Context: an optimization exercise on an open-source flow, tuned for small area, a short achievable clock period and few clock cycles. The choices shown serve that exercise and are no tape-out recipe. Function was checked by simulation only, so behaviour that the tests miss may differ from the original. Power figures rest on the tool's default switching activity, not on a simulated workload.

===== flow/config.mk =====
export PLATFORM = sky130hd
export DESIGN_NAME = centered_pixel_doubler
export DESIGN_NICKNAME = centered_pixel_doubler
export VERILOG_FILES = /design/flow/design.v
export SDC_FILE = /design/flow/constraint.sdc
export NUM_CORES = 4
export LEC_CHECK = 0
export CAP_MARGIN = 20
export CORE_MARGIN = 2
export CORE_UTILIZATION = 40
export SETUP_SLACK_MARGIN = 2.7
export SLEW_MARGIN = 20

===== flow/constraint.sdc =====
create_clock -name core_clock -period 6.0 [get_ports {clk}]
set_input_delay 1.2000 -clock core_clock [delete_from_list [all_inputs] [get_ports {clk}]]
set_output_delay 1.2000 -clock core_clock [all_outputs]
set_load 0.01 [all_outputs]

===== flow/run.sh =====
#!/bin/bash
# synth_recipe.tcl (not shown) runs the flow's synth.tcl, then flattens the netlist and writes it again
# the make line also repeats each setting of config.mk as NAME=value (left out here)
make -C /OpenROAD-flow-scripts/flow DESIGN_CONFIG=/design/flow/config.mk WORK_HOME=/design/flow/orfs CLKGATE_MAP_FILE= SYNTH_SCRIPT=/design/flow/synth_recipe.tcl finish

===== flow/design.v =====
`timescale 1ns / 1ps
`default_nettype none
module centered_pixel_doubler (
  input  wire logic        clk,
  input  wire logic        rst_n,
  input  wire logic        in_push,
  output logic             in_full,
  input  wire logic [48:0] in_word,
  output logic             out_empty,
  input  wire logic        out_pop,
  output logic [56:0]      out_word,
  input  wire logic        cfg_we,
  input  wire logic [0:0]  cfg_index,
  input  wire logic [12:0] cfg_wdata
);
  logic [12:0] w_r, h_r;
  logic [12:0] wd_sat;
  assign wd_sat = (cfg_wdata[12] && (cfg_wdata[11:0] != 12'd0)) ? 13'd4096 : cfg_wdata;
  always_ff @(posedge clk) begin
    if (!rst_n) begin
      w_r <= 13'd512;
      h_r <= 13'd480;
    end else if (cfg_we) begin
      if (cfg_index == 1'b0) w_r <= wd_sat;
      else                   h_r <= wd_sat;
    end
  end
  logic        s_c;
  logic        s_r;           
  logic        w_lo;          
  logic        h_lo;          
  logic        neg_c;         
  logic [11:0] hh, ww;
  logic [11:0] b_c;           
  logic [12:0] kx_c;          
  logic        kci_c;         
  logic [13:0] wm_r;          
  logic [14:0] wm3_r;         
  logic [13:0] w3_c;
  logic        kc0_c;         
  assign s_c = (w_r[12:9] != 4'd0) && ((h_r[12:9] != 4'd0) || (h_r[8:5] == 4'b1111));
  always_comb begin
    hh    = h_r[12:1];
    kci_c = !s_r && (w_r[12:8] == 5'd0) && w_r[0];
    ww    = w_r[12:1];
    w_lo  = (w_r[12:8] == 5'd0);
    h_lo  = (h_r[12:8] == 5'd0) && (h_r[7:4] != 4'b1111);
    neg_c = !s_r && h_lo && (h_r[7:0] != 8'd239);
    if (s_r)        b_c = 12'((hh - 12'd240) >> 1);
    else if (neg_c) b_c = hh + 12'd8 + {11'd0, h_r[0]};
    else            b_c = hh - 12'd120 + {11'd0, h_r[0] && h_lo};
    if (s_r)        kx_c = {1'b0, ww} - 13'd256;
    else if (neg_c) kx_c = {1'b0, ww} + {12'd0, kci_c};
    else            kx_c = {1'b0, ww} - 13'd128 + {12'd0, kci_c};
    kc0_c = s_r && h_r[1];
    w3_c  = {1'b0, w_r} + {w_r, 1'b0};
  end
  logic [8:0]  rb0_r;    
  logic [8:0]  q1_r;     
  logic [7:0]  cl_r;     
  logic [8:0]  hh9;
  logic [6:0]  u;
  logic        hbig;
  always_comb begin
    hh9  = hh[8:0];
    u    = 7'(hh9 - 9'd240);
    hbig = (hh[11:9] != 3'd0) || (hh9 >= 9'd282);
  end
  always_ff @(posedge clk) begin
    s_r  <= s_c;
    wm_r  <= s_c ? {w_r, 1'b0} : {1'b0, w_r};
    wm3_r <= s_c ? {w3_c, 1'b0} : {1'b0, w3_c};
    if (s_r) begin
      if (hbig) begin
        rb0_r <= 9'd261;
        q1_r  <= 9'd261;
      end else begin
        rb0_r <= 9'd240 + ((u == 7'd0) ? 9'd0 : 9'((u + 7'd1 + {6'd0, h_r[0]}) >> 1));
        q1_r  <= 9'd240 + 9'((u + {6'd0, h_r[0]}) >> 1);
      end
    end else begin
      if (hbig || hh9 >= 9'd141) rb0_r <= 9'd261;
      else if (!h_lo)            rb0_r <= hh9 + 9'd120 + {8'd0, h_r[0]};
      else                       rb0_r <= h_r[8:0];
      q1_r <= h_lo ? 9'(9'd120 - hh9 - {8'd0, h_r[0]}) : 9'd0;
    end
    cl_r <= (!s_r && w_lo) ? 8'(9'd128 - {1'b0, ww[7:0]} - {8'd0, w_r[0]}) : 8'd0;
  end
  localparam logic [2:0] KS_LOAD = 3'd0, KS_INIT = 3'd1, KS_RUN = 3'd2, KS_STORE = 3'd3,
                         KS_IDLE = 3'd4, KS_WAIT = 3'd5;
  logic        busy_r;       
  logic [2:0]  ks_r;
  logic [2:0]  ahi_r;        
  logic        first_r;      
  logic        neg_r;
  logic [23:0] k_reg_r;
  logic        in_full_r;    
  logic        acc_ok_r;     
  logic        p_valid_r;    
  logic [3:0]  p_rh_r;       
  logic [31:0] p_col_r;
  logic        p_r1_r;       
  logic [1:0]  j_r;          
  logic [2:0]  da_r, db_r;   
  logic [2:0]  dc_r, dd_r;   
  logic        kc0_r;
  logic [23:0] acc_s_r, acc_c_r;
  logic        o_valid_r, o_empty_r, o_lastq_r, o_r1_r;
  logic [1:0]  o_ph_r;
  logic        o_dw_r, o_dm_r;   
  logic        o_nlast_r;    
  logic        o_last_r;
  logic [23:0] o_idx_r;
  logic [31:0] o_col_r;
  logic [7:0]  in_c;
  logic [8:0]  in_r;
  logic        row0_ok, row1_ok, col_ok, nonempty;
  assign in_c = in_word[48:41];
  assign in_r = in_word[40:32];
  always_comb begin
    row1_ok  = (in_r < q1_r);
    row0_ok  = (in_r < rb0_r) && (s_r || !row1_ok);
    col_ok   = s_r || ((!w_lo || (in_c < w_r[7:0])) && !(in_c < cl_r));
    nonempty = row0_ok && col_ok;
  end
  logic [14:0] m1, m2, m3;
  logic [23:0] row_a, row_b, t_s, t_c, n_s, n_c;
  logic [23:0] init_c;
  logic [3:0]  init_d, next_d;
  logic        k_init, p_init;
  function automatic logic [14:0] pick(input logic [2:0] d, input logic [14:0] a,
                                       input logic [14:0] b, input logic [14:0] c);
    pick = ({15{d[0]}} & a) | ({15{d[1]}} & b) | ({15{d[2]}} & c);
  endfunction
  function automatic logic [23:0] csel_add(input logic [23:0] a, input logic [23:0] b);
    logic [12:0] lo;
    logic [11:0] hi0, hi1;
    lo  = {1'b0, a[11:0]} + {1'b0, b[11:0]};
    hi0 = a[23:12] + b[23:12];
    hi1 = a[23:12] + b[23:12] + 12'd1;
    csel_add = {lo[12] ? hi1 : hi0, lo[11:0]};
  endfunction
  function automatic logic [2:0] onehot(input logic [1:0] d);
    onehot = {d == 2'd3, d == 2'd2, d == 2'd1};
  endfunction
  always_comb begin
    m1 = {1'b0, wm_r};
    m2 = {wm_r, 1'b0};
    m3 = wm3_r;
    row_a = {9'd0, pick(da_r, m1, m2, m3)} | {5'd0, pick(dc_r, m1, m2, m3), 4'd0};
    row_b = {7'd0, pick(db_r, m1, m2, m3), 2'd0} | {3'd0, pick(dd_r, m1, m2, m3), 6'd0};
    t_s = acc_s_r ^ acc_c_r ^ row_a;
    t_c = {((acc_s_r[22:0] & acc_c_r[22:0]) | (acc_s_r[22:0] & row_a[22:0]) |
            (acc_c_r[22:0] & row_a[22:0])), 1'b0};
    n_s = t_s ^ t_c ^ row_b;
    n_c = {((t_s[22:0] & t_c[22:0]) | (t_s[22:0] & row_b[22:0]) |
            (t_c[22:0] & row_b[22:0])), 1'b0};
    if (busy_r) begin
      if (!first_r)    init_c = {2'b0, m1[13:0], 8'd0};
      else if (neg_r)  init_c = {4'hF, ~w_r, 7'd0};
      else if (kc0_r)  init_c = {11'd0, w_r};
      else             init_c = 24'd0;
      init_d = first_r ? b_c[3:0] : 4'd0;
      next_d = first_r ? b_c[7:4] : 4'd0;
    end else begin
      init_c = (in_r[8] ? {2'b0, m1[13:0], 8'd0} : 24'd0) |
               (s_r ? {15'd0, in_c, 1'b0} : {16'd0, in_c});
      init_d = in_r[3:0];
      next_d = p_rh_r;
    end
    k_init = busy_r && (ks_r == KS_INIT);
    p_init = acc_ok_r;
  end
  logic        pop, o_free, p2o, o_adv, kstore;
  logic [23:0] delta, adv, cpa;
  logic        kdone;
  assign o_last_r = !o_nlast_r;
  always_comb begin
    pop    = out_pop && o_valid_r;
    o_free = !o_valid_r || (out_pop && o_last_r);
    p2o    = p_valid_r && (j_r == 2'd3) && o_free;
    o_adv  = pop && !o_last_r;
    delta = o_dm_r ? 24'hFFFFFF : (o_dw_r ? {11'd0, w_r} : 24'd1);
    cpa      = csel_add(acc_s_r, acc_c_r);
    adv      = csel_add(o_idx_r, delta);
    kstore   = busy_r && (ks_r == KS_RUN) && (j_r == 2'd3);
    kdone    = busy_r && (ks_r == KS_STORE);
  end
  logic p_valid_nxt, busy_nxt;
  always_comb begin
    if (acc_ok_r)   p_valid_nxt = in_push && nonempty;
    else            p_valid_nxt = p_valid_r && !p2o;
    busy_nxt = cfg_we || (busy_r && !(kdone && ahi_r == 3'd0));
  end
  always_ff @(posedge clk) begin
    if (!rst_n) begin
      busy_r    <= 1'b1;
      ks_r      <= KS_WAIT;
      in_full_r <= 1'b1;
      acc_ok_r  <= 1'b0;
      p_valid_r <= 1'b0;
      o_valid_r <= 1'b0;
      o_empty_r <= 1'b1;
      o_nlast_r <= 1'b0;
      o_lastq_r <= 1'b1;
    end else begin
      busy_r    <= busy_nxt;
      in_full_r <= busy_nxt || p_valid_nxt;
      acc_ok_r  <= !(busy_nxt || p_valid_nxt);
      p_valid_r <= p_valid_nxt;
      if (cfg_we)                 ks_r <= KS_WAIT;
      else if (ks_r == KS_WAIT)   ks_r <= KS_LOAD;
      else if (ks_r == KS_LOAD)   ks_r <= KS_INIT;
      else if (ks_r == KS_INIT)   ks_r <= KS_RUN;
      else if (kstore)            ks_r <= KS_STORE;
      else if (kdone)             ks_r <= (ahi_r == 3'd0) ? KS_IDLE : KS_INIT;
      if (p2o) begin
        o_valid_r <= 1'b1;
        o_empty_r <= 1'b0;
        o_nlast_r <= s_r;
        o_lastq_r <= !s_r;
      end else if (o_adv) begin
        o_nlast_r <= (o_ph_r == 2'd0) ? o_r1_r : (o_ph_r != 2'd2);
        o_lastq_r <= (o_ph_r == 2'd0) ? !o_r1_r : (o_ph_r == 2'd2);
      end else if (pop) begin
        o_valid_r <= 1'b0;
        o_empty_r <= 1'b1;
      end
    end
  end
  always_ff @(posedge clk) begin
    if (p_init) begin
      p_rh_r  <= in_r[7:4];
      p_col_r <= in_word[31:0];
      p_r1_r  <= row1_ok;
    end
    if (p_init || k_init) begin
      acc_s_r <= k_reg_r;
      acc_c_r <= init_c;
      da_r    <= onehot(init_d[1:0]);
      db_r    <= onehot(init_d[3:2]);
      dc_r    <= 3'd0;
      dd_r    <= 3'd0;
      j_r     <= 2'd1;
    end else begin
      acc_s_r <= n_s;
      acc_c_r <= n_c;
      da_r    <= 3'd0;
      db_r    <= 3'd0;
      dc_r    <= (j_r == 2'd1) ? onehot(next_d[1:0]) : 3'd0;
      dd_r    <= (j_r == 2'd1) ? onehot(next_d[3:2]) : 3'd0;
      if (j_r != 2'd3) j_r <= j_r + 2'd1;
    end
    if (busy_r && ks_r == KS_LOAD) begin
      k_reg_r <= {{11{kx_c[12]}}, kx_c};
      kc0_r   <= kc0_c;
      neg_r   <= neg_c;
      ahi_r   <= b_c[10:8];
      first_r <= 1'b1;
    end else if (kdone) begin
      k_reg_r <= o_idx_r;
      ahi_r   <= ahi_r - 3'd1;
      first_r <= 1'b0;
    end
    if (p2o || o_adv || kstore) o_idx_r <= o_last_r ? cpa : adv;
    if (p2o) begin
      o_col_r <= p_col_r;
      o_ph_r  <= 2'd0;
      o_dw_r  <= 1'b0;
      o_dm_r  <= 1'b0;
      o_r1_r  <= p_r1_r;
    end else if (o_adv) begin
      o_ph_r  <= o_ph_r + 2'd1;
      o_dw_r  <= (o_ph_r == 2'd0);
      o_dm_r  <= (o_ph_r == 2'd1);
    end
  end
  assign in_full   = in_full_r;
  assign out_empty = o_empty_r;
  assign out_word  = {o_idx_r, o_col_r, o_lastq_r};
endmodule
`default_nettype wire

==> results of run 1 <==
-- Yosys cell counts, types with 5 or more instances --
cell / instances / area, um^2
sky130_fd_sc_hd__mux2i_1: 31 / 310
sky130_fd_sc_hd__a222oi_1: 16 / 160
sky130_fd_sc_hd__a21oi_1: 98 / 490
sky130_fd_sc_hd__nand4_1: 11 / 68.8
sky130_fd_sc_hd__nor2b_1: 21 / 131
sky130_fd_sc_hd__edfxtp_1: 123 / 3690
sky130_fd_sc_hd__buf_1: 6 / 22.5
sky130_fd_sc_hd__nand3b_1: 11 / 82.6
sky130_fd_sc_hd__a22oi_1: 63 / 473
sky130_fd_sc_hd__inv_1: 104 / 390
sky130_fd_sc_hd__xnor2_1: 71 / 622
sky130_fd_sc_hd__nor3_1: 31 / 155
sky130_fd_sc_hd__and3_1: 18 / 113
sky130_fd_sc_hd__o31ai_1: 8 / 60.1
sky130_fd_sc_hd__o21ai_0: 100 / 500
sky130_fd_sc_hd__a21boi_0: 22 / 165
sky130_fd_sc_hd__clkbuf_1: 85 / 319
sky130_fd_sc_hd__a31oi_1: 13 / 81.3
sky130_fd_sc_hd__and2_1: 11 / 68.8
sky130_fd_sc_hd__a21o_1: 54 / 405
sky130_fd_sc_hd__nand3_1: 49 / 245
sky130_fd_sc_hd__o21a_1: 14 / 105
sky130_fd_sc_hd__nor4_1: 6 / 37.5
sky130_fd_sc_hd__ha_1: 146 / 1830
sky130_fd_sc_hd__a221oi_1: 7 / 61.3
sky130_fd_sc_hd__o22ai_1: 9 / 56.3
sky130_fd_sc_hd__nor2_1: 105 / 394
sky130_fd_sc_hd__buf_2: 7 / 35.0
sky130_fd_sc_hd__a211oi_1: 15 / 113
sky130_fd_sc_hd__xor2_1: 39 / 342
sky130_fd_sc_hd__or3_1: 11 / 68.8
sky130_fd_sc_hd__o21bai_1: 7 / 52.6
sky130_fd_sc_hd__o211ai_1: 11 / 82.6
sky130_fd_sc_hd__nand2_1: 233 / 875
sky130_fd_sc_hd__fa_1: 46 / 921
sky130_fd_sc_hd__dfxtp_1: 159 / 3180
sky130_fd_sc_hd__nand2b_1: 17 / 106
sky130_fd_sc_hd__or2_2: 5 / 31.3
sky130_fd_sc_hd__a22o_1: 5 / 43.8
-- state kept, by name, summed over array words and instances, names as in the netlist, 2 cells and up --
| signal | flops |
|---|---|
| acc_c_r | 24 |
| acc_s_r | 24 |
| ahi_r | 3 |
| cl_r | 8 |
| da_r | 3 |
| db_r | 3 |
| dc_r | 3 |
| dd_r | 3 |
| h_r | 13 |
| j_r | 2 |
| k_reg_r | 24 |
| ks_r | 3 |
| o_col_r | 32 |
| o_idx_r | 24 |
| o_ph_r | 2 |
| p_col_r | 32 |
| p_rh_r | 4 |
| q1_r | 9 |
| rb0_r | 9 |
| w_r | 13 |
| wm3_r | 15 |
| wm_r | 13 |
-- cell usage in the layout, fill, tap and decap left out, drive strengths merged, types with 12 or more instances in the layout --
master,count
nand2,233
dfxtp,159
ha,146
clkdlybuf4s50,126
edfxtp,123
nor2,105
inv,105
o21ai,102
a21oi,98
xnor2,71
a22oi,64
a21o,55
nand3,49
fa,46
xor2,39
clkbuf,37
mux2i,31
nor3,31
buf,28
a21boi,22
nor2b,22
and3,18
nand2b,17
a222oi,16
a211oi,16
o21a,15
a31oi,13
clkinv,13
o211ai,12
-- per-stage QoR --
stage / setup slack (ns) / cells
3_5_place_dp: 2.28 / 2503
4_1_cts: 2.70 / 2561
6_report: 2.83 / 2570
5_1_grt: 2.70 / 2569
3_3_place_gp: 2.26 / 2503
2_1_floorplan: 2.70 / 1870
-- final cells by class --
cell class | instances | area (um^2)
tap | 592 | 741
multi-input combinational | 1377 | 10100
timing repair buffer | 154 | 1480
clock inverter | 19 | 254
inverter | 108 | 413
clock buffer | 37 | 828
sequential | 282 | 6910
fill | 4212 | 23200
antenna | 1 | 2.50
-- worst paths after layout --
kind               startpoint          end  slack (ns)  depth (start not counted)
hold / removal    p_col_r[15]  o_col_r[15]        0.42                          0
setup reg to reg       w_r[0]  o_idx_r[23]        2.83                         12
hold reg to reg   p_col_r[15]  o_col_r[15]        0.42                          0
setup / recovery       w_r[0]  o_idx_r[23]        2.83                         12
-- where the power goes --
part	switching (uW)	internal [uW]	total (uW)
registers	231	2240	2470
clock network	816	1200	2020
logic	1030	787	1820
total	2080	4220	6300
-- what timing repair did --
action | in CTS | in global routing
gates resized for setup | 16 | 32
pin swaps | 2 | 10
endpoints found under the setup margin | 24 | 32
setup buffers | 2 | 8
-- cell families after synthesis --
family                     count (synthesis)  synth area share, %
buffers and inverters                    211                 4.68
adders and majority gates                192                 15.5
and+or+nand+nor                          547                 14.4
AOI/OAI and AO/OA                        495                 19.2
DFF                                      282                 38.8
xor gates and xnor gates                 110                 5.44
muxes                                     33                 1.88
-- layer usage --
layer	vias to the layer above	track usage (%)
met5	-	0
met4	0	5.58
met3	84	3.74
met2	526	35.2
met1	6918	32.7
li1	6863	-
==> notes.md, run 1 <==
The endpoint arrival time on the critical path came out at 3.49 ns. The critical path's largest stage delay came out at 0.41 ns. The last weighted congestion value of the routability-driven placer came out at 0.931. The synthesized area divided by synthesized cell count came out at 9.47 um^2.

The commonest register cell after synthesis is sky130_fd_sc_hd__dfxtp_1. Dividing the detail-routed wire length by the instance count gives slightly above 20 um. The overall power is 6300 uW. The final number of hold-violating endpoints came out at 0. The net count of the finished layout is 2213. The number of buffers inserted by hold repair at cts came out at 0. The routed design could run at a clock period as short as 3.17 ns. The post-placement cell area is 19400 um^2.

After detailed routing, the number of remaining DRC violations is 0. Setup repair after global routing left no endpoint under its margin. After detailed routing, no signal wire sits above met4. Using the TritonRoute via totals, the vias-per-cell ratio works out to between 5 and 6. CTS built an H-tree with a depth of 1. The number of antenna violations at the first check in global routing came out at 1.

The number of nets produced by synthesis is between 2000 and 2500. The total I/O pin count is ~130. The detailed-route wire length is 52500 um. The overall fraction of global-route tracks in use is roughly 23%.

The final period utilization is 52.8%. Grouping stages by cell kind, the critical path spends the most delay in compound AO/OA/AOI/OAI gates. The area of the core came out at 43900 um^2. The final global-route overflow total came out at 0. The count of unique library cells instantiated by Yosys came out at 87. TritonCTS built the clock tree. Final hold analysis gives a worst-case slack of about 0.42 ns. The sequential fraction of the synthesis area is 38.8%. The number of enable flip-flop cells after synthesis is 123. In this run, CTS created clock tree buffers numbering 30. The cell area after synthesis is 17700 um^2. Summed over all cells, the static leakage comes to 0.00843 uW. The final clock skew is 0.00952 ns. The data required time of the critical path is between 6 and 7 ns. Across the run, the number of max-cap violations was 0. The count of pins over their slew limit came out at 0.

For this run, the number of Yosys warnings is 1. The flow ran to the end and the layout has no timing, DRC or antenna violations. The normalized max-slew margin is approximately a third. The first-pass GRT wire length is 82600 um. In this run the power density over the cells is 304 nW/um^2. The summed negative setup slack over all endpoints came out at 0 ns. The floorplan row count is 77. The sum of routed wire segments on met1 is 24500 um.

Of the cells placed in the final design, the portion with a size suffix greater than 1 is 7.84%. Timing would allow up to 0.316 GHz. Once the floorplan was initialized, standard cells occupied 40.3% of the core. The core occupancy in the finished layout came out at 47.2%. The clock sink count came out at 282. Entering global routing, the biggest net connects 55 pins. The slowest stage of the critical path belongs to the cell sky130_fd_sc_hd__dfxtp_4. The met3 wirelength from detailed routing is 3490 um. The clock-pin slew of the registers on the worst-case setup and hold paths is about 0.06 ns. Counting every instance in the synthesized netlist gives 1870.

Traced cell by cell, the critical path runs through nor2_1 -> nand2_1 -> ha_1 -> fa_2 -> a211o_1 -> a21oi_2 -> a221oi_2 -> a221oi_4 -> nor4_4 -> and4b_2 -> mux2i_1 -> o2111ai_1. In this run the remaining antenna-violating nets after routing total 0. Before antenna repair, the detailed router went through 9 iterations.

The worst hold path class is flip-flop to flip-flop. The buffer and inverter count on the worst path is 0. The die boundary height is approximately 210 um.

The worst setup path is launched from a flip-flop. After synthesis the netlist holds a flip-flop and latch count of roughly 280. The maximum fanout count along the critical path came out at 8. Once layout is done, the placed cells without fillers occupy 20800 um^2. The measured slew at the worst slew-check pin is 1.01 ns. The detailed placement HPWL came out at 39400 um.

The via count of the first global-routing pass is 14000. CTS placed an instance of sky130_fd_sc_hd__clkbuf_16 at the clock tree root. IR analysis of the VDD net gives a maximum drop of 224 uV. For this run, asynchronously set or reset flops after synthesis account for 0%.

The number of I/O port buffers came out at 126. The total met2 wirelength after detailed routing is 23400 um. The critical path class is flip-flop to flip-flop. The DRC marker count from the first detailed-route iteration came out at 1292. Counting along the longest clock path gives a buffer depth of 3. Relative to the synthesized area, the layout overhead comes to 17.2%. STA classifies the critical path endpoint as a flip-flop. The die covers roughly 46000 um^2. Across all layers, the routed design uses 14400 vias. Setup violations remaining at the end of the flow were counted as 0. In this run the horizontal extent of the chip is 214 um.

Clock latency on the worst-skew pair, taken at its later pin, is 0.59 ns.
Testbench counts, summed over its fixed seeds: cycles 21,201.
==> run 2, diff against run 1 <==
--- a/flow/config.mk
+++ b/flow/config.mk
@@ -7,6 +7,6 @@
 export LEC_CHECK = 0
 export CAP_MARGIN = 20
 export CORE_MARGIN = 2
-export CORE_UTILIZATION = 40
-export SETUP_SLACK_MARGIN = 2.7
+export CORE_UTILIZATION = 50
+export SETUP_SLACK_MARGIN = 3.1
 export SLEW_MARGIN = 20
==> notes.md, run 2 <==
The run finished with no timing, DRC or antenna violations. The clock latency reported for the late side of the worst-skew pair is 0.52 ns (-0.07 ns). In the final layout, the registers with the most flip-flops are o_col_r (32), p_col_r (32). The area growth from synthesis to layout is 19.7%.

After synthesis, the cell types taking the most area are sky130_fd_sc_hd__edfxtp_1 21%, sky130_fd_sc_hd__dfxtp_1 18%, sky130_fd_sc_hd__ha_1 10%. The largest area contributor in the netlist is sky130_fd_sc_hd__edfxtp_1. The number of failing setup endpoints in the final timing report was 0 (unchanged).

The count of pins over their slew limit came out at 0 (unchanged). The data required time of the critical path is 6.25 ns (-0.07 ns). The largest voltage drop on the vdd net is 201 uV (-10%). The pin count of the biggest net entering global routing came to 55 (unchanged). The number of enable flip-flop cells after synthesis came out at 123 (unchanged). The instance count of the mapped netlist is 1870 (unchanged).

The number of nets produced by synthesis came out at 2130 (unchanged). The number of nets at the end of the flow came out at 2253 (+1.8%). The ratio of routed vias to standard cells is 5.86 (+4.6%). The smallest setup slack after layout is 2.84 ns (+0.00417 ns). The die boundary height is 192 um (-10%).

The final period utilization came out at 52.7% (-0.070 points). The DRC marker count from the first detailed-route iteration came out at 1348 (+4.3%). The clock sink count came out at 282 (unchanged). The via count of the first global-routing pass is 13900 (-0.69%). The register bit total from synthesis came out at 282 (unchanged). The count of unique library cells instantiated by Yosys is 87 (unchanged).

The effective utilization at floorplan was 51.0% (+11 points). The critical path is of the flip-flop to flip-flop type. The final global-route overflow total came out at 0 (unchanged). The total I/O pin count is 127 (unchanged). STA classifies the critical path endpoint as a flip-flop. The remaining antenna violation count came out at 0 (unchanged). The layout cell share with drive strength beyond 1 is 11.4% (+3.6 points). The number of buffers created by CTS is 34 (+13%). The first-pass GRT wire length is 80200 um (-3.0%).

Leaving out fill and tap cells, the most frequent cell in the layout is sky130_fd_sc_hd__nand2_1. The routed via count was 14500 (+0.71%). The x dimension of the die was 192 um (-10%).

The number of I/O port buffers came out at 126 (unchanged). The first-pass iteration count of the detailed router was 8 (-1). The worst hold slack across all endpoints was 0.415 ns (-0.00270 ns). The normalized max-slew margin is 31.7% (-0.97 points).

The tree is rooted in a sky130_fd_sc_hd__clkbuf_16. In the synthesized netlist, the cells that appear most often are 233 x sky130_fd_sc_hd__nand2_1, 159 x sky130_fd_sc_hd__dfxtp_1, 146 x sky130_fd_sc_hd__ha_1. The clock-pin slew of the registers on the worst-case setup and hold paths came out at 0.06 ns (about the same).

The detailed placement HPWL came out at 37700 um (-4.5%). The power density over the cells is 294 nW/um^2 (-3.3%). The detailed-route wire length was 52100 um (-0.85%). The hold path depth is 0 (unchanged). The maximum fanout count along the critical path is 6 (-2).

The fill cell instance count of the final layout came out at 2996 (-29%). The summed negative setup slack over all endpoints is 0 ns (unchanged). The sequential fraction of the synthesis area is 38.8% (unchanged).

The fraction of synthesized cell area taken by the top area cell type is 20.9% (unchanged). The path class of the tightest hold or removal check is flip-flop to flip-flop. The worst setup path is launched from a flip-flop. The measured slew at the worst slew-check pin is 1.03 ns (+0.0168 ns). The area of the core is 34700 um^2 (-21%). The number of max-capacitance violations reported is 0 (unchanged).

The cell area after synthesis came out at 17700 um^2 (unchanged). Setup repair after global routing could not meet its margin everywhere. The count of synthesis-stage warnings from yosys is 1 (unchanged).

The achievable clock frequency is 0.316 GHz (+0.13%). The final number of hold-violating endpoints is 0 (unchanged). The overall die area is 36900 um^2 (-20%). The endpoint arrival time on the critical path came out at 3.41 ns (-0.08 ns). The overall fraction of global-route tracks in use came out at 28.1% (+5.5 points). The final clock skew is 0.0211 ns (+0.0116 ns). The level count of the clock H-tree came out at 2 (+1).

The post-placement setup slack is 2.08 ns (-0.202 ns). The floorplan row count is 68 (-12%). The library cells used most frequently in the layout, excluding fill and tap cells, are 231 x sky130_fd_sc_hd__nand2_1, 139 x sky130_fd_sc_hd__dfxtp_1, 136 x sky130_fd_sc_hd__ha_1. The leakage component of the power is 0.00869 uW (+3.1%). The async set-reset flop share out of synthesis is 0% (unchanged). The last weighted congestion value of the routability-driven placer was 0.913 (-1.9%). The shortest clock period the worst path allows after layout is 3.16 ns (-0.00417 ns). The commonest register cell after synthesis is sky130_fd_sc_hd__dfxtp_1. The worst reg2reg path depth came out at 16 (+4). The routed length per placed instance was 21.0 um (+3.0%).

The DRC violation count after routing is 0 (unchanged). The synthesized area divided by synthesized cell count came out at 9.47 um^2 (unchanged). The number of antenna violations at the first check in global routing was 1 (unchanged). In the post-synthesis netlist, the cell with the most instances is sky130_fd_sc_hd__nand2_1.

The TritonCTS clock tree is done. The maximum clock insertion buffer count came out at 3 (unchanged).
[run 2: cell counts after synthesis]
No cell type changed its count.
[run 2: kinds of logic after synthesis]
family	after synthesis	share of synthesized area (%)
simple gates	547	14.4
compound gates	495	19.2
flops	282	38.8
buf+inv	211	4.68
fa+ha+maj	192	15.5
xor+xnor	110	5.44
mux	33	1.88
[run 2: worst paths after layout]
kind,end,start,slack [ns]
setup / recovery,o_idx_r[18],o_dm_r,2.84
setup reg to reg,o_idx_r[18],o_dm_r,2.84
hold / removal,o_col_r[16],p_col_r[16],0.42
hold reg to reg,o_col_r[16],p_col_r[16],0.42
[run 2: repair_timing]
item,CTS,global route
hold buffers,0,0
resized for setup,60,64
cloned,0,1
setup endpoints to repair,91,99
pin swaps,18,31
setup buffers,23,23
hold endpoints to repair,0,0
[run 2: power breakdown]
group          switching [uW]  internal, uW  leakage [uW]  total, uW
combinational            1030           800       0.00576       1830
clock                     819          1100      0.000509       1920
sequential                232          2240       0.00243       2470
[run 2: worst max-delay path, cell delays in order (launching register included)]
cell,delay (ns)
sky130_fd_sc_hd__dfxtp_4,0.39
sky130_fd_sc_hd__buf_8,0.16
sky130_fd_sc_hd__nor2_4,0.08
sky130_fd_sc_hd__nand2_2,0.07
sky130_fd_sc_hd__ha_4,0.16
sky130_fd_sc_hd__fa_2,0.35
sky130_fd_sc_hd__a211o_1,0.33
sky130_fd_sc_hd__a21oi_4,0.23
sky130_fd_sc_hd__a221oi_4,0.10
sky130_fd_sc_hd__a221oi_4,0.24
sky130_fd_sc_hd__buf_6,0.16
sky130_fd_sc_hd__buf_6,0.10
sky130_fd_sc_hd__nor4_4,0.05
sky130_fd_sc_hd__buf_4,0.18
sky130_fd_sc_hd__xor2_1,0.15
sky130_fd_sc_hd__nand2_1,0.06
sky130_fd_sc_hd__o21ai_0,0.07
[run 2: cell type report]
cell class	count	area [um^2]	area share [%]
diodes	1	2.50	0.0118
clock buffers	44	888	4.19
clock inverters	18	134	0.632
inverters	108	428	2.02
multi-input cells	1378	10400	49.2
flip-flops and latches	282	6930	32.7
well taps	455	569	2.69
repair buffers	189	1820	8.58
[run 2: stage by stage]
stage / total power (uW) / cell area, um^2 / utilization (%) / cells
after global routing: 6640 / 21200 / 61.0 / 2474
after detailed placement: 4270 / 19300 / 55.6 / 2365
after floorplan: 3810 / 17800 / - / 1870
after CTS: 6220 / 20700 / 59.6 / 2450
final: 6220 / 21200 / 61.0 / 2475
after global placement: 4250 / 19300 / 55.6 / 2365
[run 2: routing by layer]
metal	global-route usage (%)	wire [um]	vias to the layer above
met2	43.3	22900	531
met5	0	0	-
met3	6.27	3870	85
met4	7.16	1180	0
li1	-	-	6955
met1	39.9	24200	6922

[port drivers added, routing unchanged]
How much do the figures lean on ideal ports? The routed layouts below were timed once more, with nothing changed but the port constraints.
Step 1 assumes that a clkbuf_16 drives the clock port and a buf_2 every other input.
Step 2 moves the port delays by t, midway between the first and last clock arrival at a register: inputs arrive t later, outputs are due t later. That takes back most of the time a late clock gives input paths.
Three values: ideal, step 1, step 2; two values: the first two.
| run | t, ns | slack for setup (ns) | worst setup path at the end |
|---|---|---|---|
| run 1 | 0.639 | 2.832 / 2.832 / 2.275 | input to register |
| run 2 | 0.571 | 2.836 / 2.836 / 2.699 | input to register |
After both steps setup and hold are still met in every run listed. For run 1, which loses most, drivers alone change the setup slack by 0.000 ns; drivers and shift together by -0.557 ns.
